Background: an optimization exercise with open tools, aiming at small area, a short achievable clock period and few clock cycles per item. Do not read the settings as production practice.
At most, simulation tests tie the RTL to the original design; equivalence was not proved.
Power figures rest on the tool's default switching activity, not on a simulated workload.

cedar:
## ordered_unique_list_table
module ordered_unique_list_table #(
  parameter int CAPACITY = 16
) (
  input  logic        clk,
  input  logic        rst_n,
  input  logic        in_tvalid,
  output logic        in_tready,
  input  logic [39:0] in_tdata,    
  output logic        out_tvalid,
  input  logic        out_tready,
  output logic [15:0] out_tdata    
);
  localparam int CW   = $clog2(CAPACITY + 1);
  localparam int OUTQ = 3;
  localparam int OW   = $clog2(OUTQ + 1);
  localparam int RW   = 4 + oult_pkg::CountW;    
  logic [CAPACITY-1:0] valid_r;
  logic [CW-1:0]       count_r;
  logic                vld2_r;
  logic                ins2_r;      
  logic                rem2_r;      
  logic                bad2_r;      
  logic                ok2_r;       
  logic                pres2_r;     
  logic [CAPACITY-1:0] hit2_r;
  logic [CAPACITY-1:0] park2_r;     
  logic [OUTQ-1:0]     qv_r;
  logic [RW-1:0]       qd_r [OUTQ];
  logic [OW-1:0]       outst_r;     
  logic                rdy_r;
  logic                        in_acc;
  logic [1:0]                  in_cmd;
  logic [oult_pkg::PosW-1:0]   in_pos;
  logic [oult_pkg::ValueW-1:0] in_val;
  assign in_tready = rdy_r;
  assign in_acc    = in_tvalid && rdy_r;
  assign in_cmd    = in_tdata[1:0];
  assign in_pos    = in_tdata[6:2];
  assign in_val    = in_tdata[38:7];
  logic                present;
  logic                full;
  logic                do_ins;
  logic                do_rem;
  ...
For scale: roughly 1600 cells after synthesis, about 600 flip-flops, about 62 I/O pins.
==> flow/config.mk <==
export PLATFORM = sky130hd
export DESIGN_NAME = ordered_unique_list_table
export DESIGN_NICKNAME = ordered_unique_list_table
export VERILOG_FILES = /design/flow/design.v
export SDC_FILE = /design/flow/constraint.sdc
export NUM_CORES = 4
export LEC_CHECK = 0
export CAP_MARGIN = 20
export CORE_MARGIN = 2
export CORE_UTILIZATION = 40
export SETUP_SLACK_MARGIN = 2.5
export SLEW_MARGIN = 20
==> flow/constraint.sdc <==
create_clock -name core_clock -period 4.5 [get_ports {clk}]
set_input_delay 0.9000 -clock core_clock [delete_from_list [all_inputs] [get_ports {clk}]]
set_output_delay 0.9000 -clock core_clock [all_outputs]
set_load 0.01 [all_outputs]
run.sh (not shown) runs the stock make flow with config.mk's settings and CLKGATE_MAP_FILE= SYNTH_SCRIPT=/design/flow/synth_recipe.tcl, a recipe that flattens the netlist after the stock synthesis.
What pine does differently from cedar at the input level:
Settings: putting ABC_CLOCK_PERIOD_IN_PS at 2500 where nothing was set; swapping 2.5 for 2.0 in SETUP_SLACK_MARGIN.
Notes after the runs:
Maximum buffer depth of the clock tree: pine vs cedar identical
Taking cedar as the reference, in pine number of nets in the finished design fell 6.5%; total design power fell 0.37 mW; count of placed standard cells in the final layout, fillers left out fell 127.
Against cedar, pine comes in about 8% lower on aggregate routed wire length.
Compared with cedar, pine shows a higher sequential share of layout area.
NOTE post-CTS repair timing setup buffer count cedar->pine decreased by more than half
No functional check of the RTL was part of any run of this note.

* * *

ordered_unique_list_table, a different RTL version from the one above (not shown whole).
Size in the first run: about 2,200 cells after synthesis, about 620 flip-flops, ~62 I/O pins, about 0.027 mm2 of cells after synthesis.
clock: 4.5 ns
lec_check: 0
abc_area: 1
cap_margin: 20
core_margin: 2
core_utilization: 60
setup_slack_margin: 2.2
slew_margin: 20
==> next run, changes <==
- ABC_AREA: 1 -> not set
The new run finished with timing, DRC and antenna clean.
Clock-buffer cell count is higher by 11.
Clock power is higher by about 3%.
Setup slack gets worse by 81 ps.
Sequential power is higher by 5.1%.
Hold slack gets worse by 7.7 ps.
Non-clock buffer count is lower by 9.
Die area is lower by 3.7%.
Total power is higher by 6.8%.
Fmax is lower by 3.4%.
Global-route usage is lower by 1.3 points.
Flip-flop and latch count is unchanged.
==> next run, changes <==
- CTS_CLUSTER_DIAMETER: not set -> 100
- CTS_CLUSTER_SIZE: not set -> 30
- SETUP_SLACK_MARGIN: 2.2 -> 2.5
Result: The changed run completed without violations. Design area came out higher slightly. Sequential cell count does not change. Worst setup slack degrades by 28 ps. Via count grows by a few percent. Clock skew barely changes. Cell count barely changes. Utilization increases by 1.1 points. First-iteration DRC count rises by a little under a tenth. Power drops by about a fifth. Sequential power is about the same. Die area does not change.
==> next run, changes <==
- CORE_UTILIZATION: 60 -> 70
- CTS_CLUSTER_DIAMETER: 100 -> 60
- CTS_CLUSTER_SIZE: 30 -> 20
- SETUP_SLACK_MARGIN: 2.5 -> 2.3
Via count went up by 3.2%.
Combinational power went down by about 5%.
Routed wire length is about the same.
Power went up by 8.6%.
Global-route usage went up by 4.4 points.
Core utilization went up by 12 points.
No functional check of the RTL was part of any run of this note.

* * *

Setup of try-cedar:
The RTL this note starts from:
==> flow/design.v <==
`timescale 1ns / 1ps
package oult_pkg;
  localparam int ValueW = 32;
  localparam int PosW   = 5;
  localparam int CountW = 5;
  typedef enum logic [1:0] {
    CMD_LOOKUP = 2'd0,
    CMD_INSERT = 2'd1,
    CMD_REMOVE = 2'd2,
    CMD_SPARE  = 2'd3
  } cmd_t;
  typedef enum logic [2:0] {
    STAT_OK       = 3'd0,
    STAT_RANGE    = 3'd1,
    STAT_DUP      = 3'd2,
    STAT_NOTFOUND = 3'd3,
    STAT_FULL     = 3'd4
  } status_t;
endpackage
`timescale 1ns / 1ps
module oult_cell (
  input  logic                          clk,
  input  logic                          load,
  input  logic [oult_pkg::ValueW-1:0]   wr_val,
  input  logic [oult_pkg::ValueW-1:0]   key,
  output logic                          eq
);
  logic [oult_pkg::ValueW-1:0] entry_r;
  always_ff @(posedge clk) begin
    if (load) entry_r <= wr_val;
  end
  assign eq = (entry_r == key);
endmodule
module oult_first #(
  parameter int N = 16
) (
  input  logic [N-1:0] x,
  output logic [N-1:0] first
);
  localparam int L = $clog2(N);
  logic [N-1:0] anyset [L+1];
  always_comb begin
    anyset[0] = x;
    for (int l = 1; l <= L; l++) begin
      anyset[l] = '0;
      for (int i = 0; i < (N >> l); i++) anyset[l][i] = anyset[l-1][2*i] | anyset[l-1][2*i+1];
    end
    for (int k = 0; k < N; k++) begin
      logic lower;
      lower = 1'b0;
      for (int l = 0; l < L; l++) begin
        if ((k >> l) % 2 == 1) lower = lower | anyset[l][(k >> l) - 1];
      end
      first[k] = x[k] && !lower;
    end
  end
endmodule
`timescale 1ns / 1ps
module ordered_unique_list_table #(
  parameter int CAPACITY = 16
) (
  input  logic        clk,
  input  logic        rst_n,
  input  logic        in_tvalid,
  output logic        in_tready,
  input  logic [39:0] in_tdata,    
  output logic        out_tvalid,
  input  logic        out_tready,
  output logic [15:0] out_tdata    
);
  localparam int CW   = $clog2(CAPACITY + 1);
  localparam int PW   = oult_pkg::PosW + 1;
  localparam int OUTQ = 3;
  localparam int OW   = $clog2(OUTQ + 1);
  localparam int RW   = 4 + oult_pkg::CountW;    
  logic [CAPACITY-1:0] valid_r;
  logic [CW-1:0]       count_r;
  logic                vld2_r;
  logic                ins2_r;      
  logic                bad2_r;      
  logic [CAPACITY-1:0] hit2_r;      
  logic                okv2_r;      
  logic                remv2_r;     
  logic                pres2_r;     
  logic [CAPACITY-1:0] park2_r;     
  logic [CAPACITY-1:0] spare_r;
  logic                no_spare_r;   
  logic                parked2_r;    
  logic [OUTQ-1:0]     qv_r;
  logic [RW-1:0]       qd_r [OUTQ];
  logic [OW-1:0]       outst_r;     
  logic                rdy_r;
  logic                        in_acc;
  logic [1:0]                  in_cmd;
  logic [oult_pkg::PosW-1:0]   in_pos;
  logic [oult_pkg::ValueW-1:0] in_val;
  assign in_tready = rdy_r;
  assign in_acc    = in_tvalid && rdy_r;
  assign in_cmd    = in_tdata[1:0];
  assign in_pos    = in_tdata[6:2];
  assign in_val    = in_tdata[38:7];
  logic                present;
  logic                full;
  logic                do_ins;
  logic                do_rem;
  logic [CAPACITY-1:0] ins_k;
  logic [CAPACITY-1:0] rem_k;
  logic [CW-1:0]       count_nxt;
  logic [2:0]          status;
  assign present = pres2_r;
  assign full    = count_r[CW-1];    
  assign do_ins  = okv2_r && !present;
  assign do_rem  = remv2_r && present;
  assign ins_k   = park2_r & {CAPACITY{do_ins}};
  assign rem_k   = hit2_r;
  assign count_nxt = do_ins ? count_r + CW'(1) : do_rem ? count_r - CW'(1) : count_r;
  always_comb begin
    if (ins2_r) begin
      if (bad2_r)       status = oult_pkg::STAT_RANGE;
      else if (present) status = oult_pkg::STAT_DUP;
      else if (full)    status = oult_pkg::STAT_FULL;
      else              status = oult_pkg::STAT_OK;
    end else begin
      status = present ? oult_pkg::STAT_OK : oult_pkg::STAT_NOTFOUND;
    end
  end
  logic [CAPACITY-1:0] valid_nxt;
  assign valid_nxt = (valid_r & ~rem_k) | ins_k;
  logic                no_spare;
  logic                parked2;
  logic [CAPACITY-1:0] park_nxt;
  assign no_spare = no_spare_r;
  assign parked2  = parked2_r;
  assign park_nxt = spare_r |
                    ({CAPACITY{no_spare}} & (parked2 ? park2_r & {CAPACITY{!do_ins}} : rem_k));
  logic [CAPACITY-1:0] cand;
  logic [CAPACITY-1:0] first_c;
  logic                none_c;
  logic [CAPACITY-1:0] spare_nxt;
  assign cand   = ~valid_r & ~spare_r & ~park2_r;
  assign none_c = ~|cand;
  oult_first #(.N(CAPACITY)) u_first (
    .x     (cand),
    .first (first_c)
  );
  logic [CAPACITY-1:0] fallback;
  assign fallback  = no_spare            ? (parked2 ? rem_k : '0) :
                     (parked2 && !do_ins) ? park2_r : rem_k;
  assign spare_nxt = first_c | (fallback & {CAPACITY{none_c}});
  logic rem_any;
  logic no_spare_nxt;
  logic parked_nxt;
  assign rem_any      = do_rem;
  assign no_spare_nxt = no_spare ? !(parked2 && rem_any) :
                        none_c && !(parked2 && !do_ins) && !rem_any;
  assign parked_nxt   = !no_spare || (parked2 ? !do_ins : rem_any);
  logic [CAPACITY-1:0] eq_k;
  for (genvar k = 0; k < CAPACITY; k++) begin : g_slot
    oult_cell u_cell (
      .clk    (clk),
      .load   (park_nxt[k]),
      .wr_val (in_val),
      .key    (in_val),
      .eq     (eq_k[k])
    );
  end
  logic [CAPACITY-1:0] hit_nxt;
  assign hit_nxt = eq_k & valid_nxt;
  localparam int NC = CAPACITY + 2;    
  logic [NC-1:0] pos_gt;                
  logic [NC-1:0] cnt_is;                
  logic          gt_inc, gt_same, gt_dec;
  logic          bad_nxt, full_nxt;
  always_comb begin
    for (int c = 0; c < NC; c++) begin
      pos_gt[c] = PW'(in_pos) > PW'(c);
      cnt_is[c] = PW'(count_r) == PW'(c);
    end
  end
  assign gt_same = |(pos_gt & cnt_is);
  assign gt_inc  = |(pos_gt & {cnt_is[NC-2:0], 1'b0});    
  assign gt_dec  = |(pos_gt & {1'b0, cnt_is[NC-1:1]});    
  assign bad_nxt  = do_ins ? gt_inc : do_rem ? gt_dec : gt_same;
  assign full_nxt = do_ins ? (count_r == CW'(CAPACITY - 1)) : do_rem ? 1'b0 : full;
  logic          push;
  logic [RW-1:0] res;
  assign push = vld2_r;
  assign res  = {count_nxt[oult_pkg::CountW-1:0], present, status};
  logic [OUTQ-1:0] qv_pop, qv_hold;
  logic [RW-1:0]   qd_pop [OUTQ];
  logic [RW-1:0]   qd_hold [OUTQ];
  always_comb begin
    for (int i = 0; i < OUTQ; i++) begin
      logic above, below, tgt_p, tgt_h;
      above = (i + 1 < OUTQ) ? qv_r[(i + 1) % OUTQ] : 1'b0;
      below = (i == 0) ? 1'b1 : qv_r[(i + OUTQ - 1) % OUTQ];
      tgt_h      = push && !qv_r[i] && below;
      qv_hold[i] = qv_r[i] || tgt_h;
      qd_hold[i] = tgt_h ? res : qd_r[i];
      tgt_p     = push && qv_r[i] && !above;
      qv_pop[i] = above || tgt_p;
      if (tgt_p)          qd_pop[i] = res;
      else if (i + 1 < OUTQ) qd_pop[i] = qd_r[(i + 1) % OUTQ];
      else                qd_pop[i] = qd_r[i];
    end
  end
  logic [OW-1:0] outst_pop, outst_hold;
  assign outst_pop  = in_acc ? outst_r : outst_r - OW'(1);
  assign outst_hold = in_acc ? outst_r + OW'(1) : outst_r;
  logic pop_sel;
  assign pop_sel = out_tready && qv_r[0];
  always_ff @(posedge clk) begin
    if (!rst_n) begin
      valid_r <= '0;
      count_r <= '0;
      spare_r <= CAPACITY'(1);
      park2_r <= '0;
      no_spare_r <= 1'b0;
      parked2_r  <= 1'b0;
      vld2_r  <= 1'b0;
      okv2_r  <= 1'b0;
      remv2_r <= 1'b0;
      qv_r    <= '0;
      outst_r <= '0;
      rdy_r   <= 1'b1;
    end else begin
      valid_r <= valid_nxt;
      count_r <= count_nxt;
      spare_r <= spare_nxt;
      park2_r <= park_nxt;
      no_spare_r <= no_spare_nxt;
      parked2_r  <= parked_nxt;
      vld2_r  <= in_acc;
      okv2_r  <= in_acc && in_cmd == oult_pkg::CMD_INSERT && !bad_nxt && !full_nxt;
      remv2_r <= in_acc && in_cmd == oult_pkg::CMD_REMOVE;
      qv_r    <= pop_sel ? qv_pop : qv_hold;
      outst_r <= pop_sel ? outst_pop : outst_hold;
      rdy_r   <= pop_sel ? (outst_pop < OW'(OUTQ)) : (outst_hold < OW'(OUTQ));
    end
  end
  always_ff @(posedge clk) begin
    ins2_r  <= in_cmd == oult_pkg::CMD_INSERT;
    bad2_r  <= bad_nxt;
    hit2_r  <= hit_nxt & {CAPACITY{rst_n && in_acc && in_cmd == oult_pkg::CMD_REMOVE}};
    pres2_r <= |hit_nxt;
    for (int i = 0; i < OUTQ; i++) qd_r[i] <= pop_sel ? qd_pop[i] : qd_hold[i];
  end
  assign out_tvalid = qv_r[0];
  assign out_tdata  = {7'd0, qd_r[0]};
endmodule
make LEC_CHECK=0 CAP_MARGIN=20 CORE_MARGIN=2 CORE_UTILIZATION=70 CTS_CLUSTER_DIAMETER=80 CTS_CLUSTER_SIZE=25 SETUP_SLACK_MARGIN=2.42 SLEW_MARGIN=20 SYNTH_HIERARCHICAL=1 finish   # period 4.5 ns
Every stage of the flow completed for try-cedar, and the final layout passed the timing, DRC and antenna checks.
Testbench counts of try-cedar, summed over its fixed seeds: cycles 12,016, items 12,000.
--- input diff try-cedar..try-raven ---
-- flow/config.mk --
<<< try-cedar, line 10
export CORE_UTILIZATION = 70
>>> try-raven, line 10
export CORE_UTILIZATION = 65
<<< try-cedar, line 13
export SETUP_SLACK_MARGIN = 2.42
>>> try-raven, line 13
export SETUP_SLACK_MARGIN = 2.32
- No run among try-raven and try-cedar stopped early or left any final violation; all are clean.
- Achievable clock frequency delta for try-raven relative to try-cedar: about 2% lower
- Between try-raven and try-cedar, the difference in share of power burned in combinational logic is negligible.
- Re final worst slack: try-raven and try-cedar aren't equal, and the higher value belongs to try-cedar.
- Status: final hold slack parity (try-cedar, try-raven)
- The higher power density over the cells of try-raven and try-cedar is in try-cedar.
- Measured against each other, try-raven and try-cedar differ in worst-case clock skew, the lower figure coming from try-raven.
- When try-raven is measured against try-cedar, its effective utilization at floorplan turns out 5.4 points lower.

what the ideal ports hide:
How much do the figures lean on ideal ports? The routed layouts below were timed once more, with nothing changed but the port constraints.
Step 1 sets driving cells, clkbuf_16 on the clock port and buf_2 on the other inputs (assumed; they add their load-dependent delay and slew).
Step 2 moves the port delays by t, midway between the first and last clock arrival at a register: inputs arrive t later, outputs are due t later. That takes back most of the time a late clock gives input paths.
Slacks: ideal / step 1 / step 2; pairs: ideal / step 1.
run | shift t [ns] | setup WS [ns] | worst register clock-pin slew, ns | pins driven straight from the clock port
cedar | 0.657 | 1.807 / 1.807 / 1.664 | 0.06 / 0.06 | 1
pine | 0.655 | 1.976 / 1.976 / 1.462 | 0.06 / 0.06 | 1
the first run of note 2 | 0.680 | 2.211 / 2.212 / 1.570 | 0.07 / 0.07 | 1
the second run of note 2 | 0.641 | 2.131 / 2.131 / 1.662 | 0.06 / 0.06 | 1
the third run of note 2 | 0.644 | 2.103 / 2.103 / 1.903 | 0.12 / 0.12 | 1
the fourth run of note 2 | 0.609 | 2.127 / 2.127 / 1.745 | 0.09 / 0.09 | 1
try-cedar | 0.679 | 2.327 / 2.327 / 1.687 | 0.10 / 0.10 | 1
try-raven | 0.657 | 2.281 / 2.317 / 1.660 | 0.10 / 0.10 | 1
After both steps setup and hold are still met in every run listed. The setup slack of the first run of note 2, which loses most, moves by +0.001 ns with the drivers and by -0.641 ns with both steps.
